What follows belongs to an exercise in optimizing a design on an open flow for small area, a short achievable clock period and few clock cycles per item; a production flow would make more cautious choices.
The RTL was checked by simulation tests, not by an equivalence proof against the original design.

## before
==> module chroma_upsampler, before the edit <==
module chroma_upsampler (
	input  logic                Clock_50,
	input  csc_pkg::sram_word_t sram_read_data,
	input  logic                push,
	input  logic [1:0]          push_src,
	input  logic                uh_cap,
	input  logic                vh_cap,
	input  logic                y_cap,
	input  logic                uo_cap,
	input  logic [4:0]          phase,
	output csc_pkg::sample_t    y,
	output csc_pkg::sample_t    u,
	output csc_pkg::sample_t    c
);
logic [11:0][7:0] w;
logic [15:0] uh;
logic [7:0] ylo;
logic [7:0] uoh;
logic [7:0] pin;
logic [8:0] sum_o;
logic [8:0] sum_m;
logic [8:0] sum_i;
logic [9:0] s0;
logic [9:0] s1;
logic c8;
logic [9:0] s0_q;
logic [9:0] s1_q;
logic c8_q;
logic [9:0] acc;
logic [7:0] sum_o_s;
logic [7:0] sum_m_s;
logic [7:0] sum_i_s;
logic sum_o_c;
logic sum_m_c;
logic sum_i_c;
logic [7:0] fir;
always_comb begin
	case (push_src)
		2'd0: pin = sram_read_data[15:8];
		2'd2: pin = uh[7:0];
		default: pin = uh[15:8];
	endcase
end
fir9_a u_fir (
	.p  (sum_o),
	.q  (sum_m),
	.r  (sum_i),
	.s0 (s0),
	.s1 (s1),
	.c8 (c8)
);
ripple_add #(.N(8)) u_sum_o (.a (w[11]), .b (w[1]), .ci (1'b0), .s (sum_o_s), .co (sum_o_c));
ripple_add #(.N(8)) u_sum_m (.a (w[9]), .b (w[3]), .ci (1'b0), .s (sum_m_s), .co (sum_m_c));
ripple_add #(.N(8)) u_sum_i (.a (w[7]), .b (w[5]), .ci (1'b0), .s (sum_i_s), .co (sum_i_c));
sk_add10 u_acc (.a (s0_q), .b (s1_q), .ci (c8_q), .s (acc));
assign fir = acc[9] ? 8'd0 : (acc[8] ? 8'd255 : acc[7:0]);
always_ff @(posedge Clock_50) begin
	if (push) w <= {w[10:0], pin};
	if (uh_cap) uh <= sram_read_data;
	else if (vh_cap) uh[15:8] <= sram_read_data[7:0];
	if (y_cap) begin
		y <= sram_read_data[15:8];
		ylo <= sram_read_data[7:0];
	end else if (phase[3]) begin
		y <= ylo;
	end
	sum_o <= {sum_o_c, sum_o_s};
	sum_m <= {sum_m_c, sum_m_s};
	sum_i <= {sum_i_c, sum_i_s};
	s0_q <= s0;
	s1_q <= s1;
	c8_q <= c8;
	if (uo_cap) uoh <= fir;
	u <= phase[2] ? w[9] : uoh;
	if (phase[1] || phase[2]) c <= w[8];
	else c <= phase[3] ? fir : uoh;
end
endmodule
export LEC_CHECK = 0
export ABC_AREA = 1
export CAP_MARGIN = 20
export CORE_MARGIN = 2
export CORE_UTILIZATION = 40
export SLEW_MARGIN = 20
create_clock -name core_clock -period 15.0 [get_ports {Clock_50}]
standard.sh (not shown) runs the stock make flow with config.mk's settings and CLKGATE_MAP_FILE= SYNTH_SCRIPT=/design/flow/synth_recipe.tcl, a recipe that flattens the netlist after the stock synthesis.
==> flow/flow/run.sh <==
#!/bin/bash
# The standard layout, with the port buffers that global placement inserts
# made of buf_4 cells, and clock tree synthesis clustering 25 sinks within
# 80 um per leaf buffer, without dummy loads.
set -euo pipefail
bash standard.sh synth > synth.log 2>&1
export BUFFER_PORTS_ARGS="-buffer_cell sky130_fd_sc_hd__buf_4"
export CTS_ARGS="-sink_clustering_enable -repair_clock_nets -sink_clustering_size 25 -sink_clustering_max_diameter 80 -dont_use_dummy_load"
bash standard.sh finish > layout.log 2>&1
Testbench counts of before, summed over its fixed seeds: cycles 39,264, rows 48.
The inputs of after differ from those of before as listed below.
diff --git a/flow/design.v b/flow/design.v
--- a/flow/design.v
+++ b/flow/design.v
@@ -254,11 +254,11 @@
 	output csc_pkg::sample_t    u,
 	output csc_pkg::sample_t    c
 );
 logic [11:0][7:0] w;
 logic [15:0] uh;
-logic [7:0] ylo;
+logic [15:0] yh;
 logic [7:0] uoh;
 logic [7:0] pin;
 logic [8:0] sum_o;
 logic [8:0] sum_m;
 logic [8:0] sum_i;
@@ -298,26 +298,26 @@
 assign fir = acc[9] ? 8'd0 : (acc[8] ? 8'd255 : acc[7:0]);
 always_ff @(posedge Clock_50) begin
 	if (push) w <= {w[10:0], pin};
 	if (uh_cap) uh <= sram_read_data;
 	else if (vh_cap) uh[15:8] <= sram_read_data[7:0];
-	if (y_cap) begin
-		y <= sram_read_data[15:8];
-		ylo <= sram_read_data[7:0];
-	end else if (phase[3]) begin
-		y <= ylo;
-	end
+	if (y_cap) yh <= sram_read_data;
 	sum_o <= {sum_o_c, sum_o_s};
 	sum_m <= {sum_m_c, sum_m_s};
 	sum_i <= {sum_i_c, sum_i_s};
 	s0_q <= s0;
 	s1_q <= s1;
 	c8_q <= c8;
 	if (uo_cap) uoh <= fir;
 	u <= phase[2] ? w[9] : uoh;
-	if (phase[1] || phase[2]) c <= w[8];
-	else c <= phase[3] ? fir : uoh;
+	if (phase[1] || phase[2]) begin
+		y <= yh[15:8];
+		c <= w[8];
+	end else begin
+		y <= yh[7:0];
+		c <= phase[3] ? fir : uoh;
+	end
 end
 endmodule
 module fir9_a (
 	input  logic [8:0] p,
 	input  logic [8:0] q,
The xor-xnor portion of the synthesized cell area was comparable across after and before. Compared before against after; non-clock buffer share of cell area within noise. after vs. before: area of all placed cells without fillers up 130 sq um, wire length down 820 um, synthesized-area fraction occupied by adder cells down 0.25 points, post-CTS clock slew at the launch and capture registers of the worst setup and hold paths flat.
Testbench counts of after, summed over its fixed seeds: cycles 39,264, rows 48.

* * *

Another version of the RTL of yuv_to_rgb_top (not shown whole).
For scale: about 330 flip-flops, ~55 I/O pins, roughly 20000 um^2 of cells after synthesis.
==> module sram_sequencer, before the edit <==
module sram_sequencer (
	input  logic                Clock_50,
	input  logic                Resetn,
	input  logic                start,
	input  csc_pkg::channel_t   x,
	input  csc_pkg::channel_t   g,
	output logic [34:0]         req,
	output logic                done,
	output logic                push,
	output logic [1:0]          push_src,
	output logic                uh_cap,
	output logic                vh_cap,
	output logic                y_cap,
	output logic                uo_cap,
	output logic [4:0]          phase,
	output logic                sr,
	output logic                sb
);
logic pro;
logic run;
logic [7:0] k;
logic [4:0] ph;
logic [7:0] hold_b;
logic [7:0] hold_g;
logic [17:0] addr_q;
logic [15:0] wd_q;
logic we_n_q;
logic [17:0] nxt_addr;
logic nxt_we_n;
logic [7:0] kp1;
logic [6:0] cw;
logic [8:0] k3;
logic k_ge7;
logic tail;
logic virt;
logic k_nz;
logic k_end;
logic idle;
assign req = {addr_q, wd_q, we_n_q};
assign idle = !pro && !run;
assign tail = (k >= 8'd155) && (k <= 8'd160);
assign virt = (k == 8'd255);
assign k_nz = (k != 8'd0);
assign k_end = (k == 8'd160);
assign k_ge7 = (k >= 8'd7);
always_comb begin
	push = 1'b0;
	push_src = 2'd0;
	uh_cap = 1'b0;
	vh_cap = 1'b0;
	if (pro) begin
		push = (k >= 8'd3);
		if (k == 8'd9) push_src = 2'd2;
		else if (k == 8'd10) push_src = 2'd3;
		else begin
			uh_cap = k[0];
			vh_cap = !k[0];
		end
	end else if (run) begin
		if (ph[0]) begin
			push = 1'b1;
			push_src = (!k[0] && !tail) ? 2'd1 : 2'd2;
		end
		if (ph[1]) begin
			push = 1'b1;
			push_src = (!k[0] && !tail) ? 2'd0 : 2'd3;
			uh_cap = k[0] && !tail;
			vh_cap = !k[0] && !tail;
		end
	end
end
assign y_cap = ph[0];
assign uo_cap = ph[4];
assign phase = ph;
assign kp1 = k + 8'd1;
assign cw = k[7:1] + 7'd3;
assign k3 = {k, 1'b0} + {1'b0, k};
always_comb begin
	nxt_addr = {10'd0, kp1};
	nxt_we_n = 1'b1;
	if (idle) begin
		nxt_addr = csc_pkg::u_base;
	end else if (pro) begin
		if (k == 8'd11) nxt_addr = csc_pkg::u_base | 18'd2;
		else nxt_addr = (k[0] ? csc_pkg::v_base : csc_pkg::u_base) | {17'd0, k_ge7};
	end else begin
		if (ph[3]) begin
			nxt_addr = (k[0] ? csc_pkg::v_base : csc_pkg::u_base) | {11'd0, cw};
		end else if (ph[4]) begin
			nxt_addr = csc_pkg::rgb_base | {9'd0, k3};
			nxt_we_n = virt;
		end else if (ph[0] || ph[1]) begin
			nxt_addr = csc_pkg::rgb_base | {9'd0, addr_q[8:0] + 9'd1};
			nxt_we_n = !k_nz || virt;
		end
	end
end
always_ff @(posedge Clock_50 or negedge Resetn) begin
	if (!Resetn) begin
		pro <= 1'b0;
		run <= 1'b0;
		done <= 1'b0;
		we_n_q <= 1'b1;
	end else begin
		we_n_q <= nxt_we_n;
		if (idle) begin
			if (start) begin
				pro <= 1'b1;
				done <= 1'b0;
			end
		end else if (pro) begin
			if (k == 8'd12) begin
				pro <= 1'b0;
				run <= 1'b1;
			end
		end else if (ph[2] && k_end) begin
			run <= 1'b0;
			done <= 1'b1;
		end
	end
end
always_ff @(posedge Clock_50) begin
	addr_q <= nxt_addr;
	if (idle) begin
		k <= 8'd1;
	end else if (pro) begin
		if (k == 8'd12) begin
			k <= 8'd255;
			ph <= 5'b00001;
		end else begin
			k <= kp1;
		end
	end else begin
		ph <= {ph[3:0], ph[4]};
		if (ph[4]) k <= kp1;
	end
	sr <= ph[2] || ph[3];
	sb <= ph[1] || ph[4];
	if (ph[3]) hold_b <= x;
	hold_g <= g;
	if (ph[4]) wd_q <= {x, g};
	else if (ph[0]) wd_q <= {hold_b, x};
	else wd_q <= {hold_g, x};
end
endmodule
Settings: LEC_CHECK=0, ABC_AREA=1, CAP_MARGIN=20, CORE_MARGIN=2, CORE_UTILIZATION=40, SLEW_MARGIN=20; clock period 15.0 ns.
==> flow/flow/run.sh <==
#!/bin/bash
# The standard layout, with the port buffers that global placement inserts
# made of buf_4 cells instead of the default choice.
set -euo pipefail
bash standard.sh synth > synth.log 2>&1
BUFFER_PORTS_ARGS="-buffer_cell sky130_fd_sc_hd__buf_4" bash standard.sh finish > layout.log 2>&1
The baseline went through all stages and came out clean.
Testbench counts at the start, summed over its fixed seeds: cycles 39,408, rows 48.
Edit:
--- a/flow/design.v
+++ b/flow/design.v
@@ -40,9 +40,9 @@
 logic [7:0] hold_b;
 logic [7:0] hold_g;
 logic [17:0] addr_q;
 logic [15:0] wd_q;
-logic we_n_q;
+logic we_q;
 logic [17:0] nxt_addr;
 logic nxt_we_n;
 logic [7:0] kp1;
 logic [6:0] cw;
@@ -52,9 +52,9 @@
 logic virt;
 logic k_nz;
 logic k_end;
 logic idle;
-assign req = {addr_q, wd_q, we_n_q};
+assign req = {addr_q, wd_q, !we_q};
 assign idle = !pro && !run;
 assign tail = (k >= 8'd155) && (k <= 8'd160);
 assign virt = (k == 8'd255);
 assign k_nz = (k != 8'd0);
@@ -116,11 +116,11 @@
 	if (!Resetn) begin
 		pro <= 1'b0;
 		run <= 1'b0;
 		done <= 1'b0;
-		we_n_q <= 1'b1;
+		we_q <= 1'b0;
 	end else begin
-		we_n_q <= nxt_we_n;
+		we_q <= !nxt_we_n;
 		if (idle) begin
 			if (start) begin
 				pro <= 1'b1;
 				done <= 1'b0;
The new run completed without violations; maximum frequency climbs by 1.1%; synthesized area hardly moves; critical path depth does not change; clock skew barely changes; hold slack improved by 0.0033 ns; via count came out lower by 0.38%; worst setup slack improved by 0.046 ns; core utilization increases by 0.14 points; count of clock-buffer cells in the layout rose by 7; cell area stays flat; final cell count hardly moves.
Testbench counts after the change, summed over its fixed seeds: cycles 39,408, rows 48.

re-timing with driven ports:
No port has a modelled driver above. Below, the same layouts with a new extraction and two added sets of constraints. Step 1 (the two cells are an assumption about what drives the block):
set clk [get_ports {Clock_50}]
set_driving_cell -lib_cell sky130_fd_sc_hd__clkbuf_16 $clk
set_driving_cell -lib_cell sky130_fd_sc_hd__buf_2 [delete_from_list [all_inputs] $clk]
Step 2 adds t to the input delays and takes it off the output delays; t is the mean of the earliest and latest rising clock arrival at the registers after step 1. Input paths then give back, and output paths get back, about the clock's delay inside the block. Slacks: ideal ports / drivers / drivers and shift; pairs: ideal ports / drivers.
run | shift t [ns] | setup slack, ns | latest minus earliest clock arrival (ns) | worst register clock-pin slew, ns | pins driven straight from the clock port
before | 0.547 | 10.961 / 10.909 / 11.284 | 0.053 / 0.053 | 0.10 / 0.10 | 1
after | 0.566 | 10.990 / 10.931 / 11.285 | 0.039 / 0.039 | 0.10 / 0.10 | 1
the first run of note 2 | 0.603 | 10.830 / 10.777 / 11.162 | 0.019 / 0.020 | 0.07 / 0.07 | 1
the second run of note 2 | 0.597 | 10.876 / 10.823 / 11.196 | 0.020 / 0.020 | 0.06 / 0.06 | 1
After both steps setup and hold are still met in every run listed.
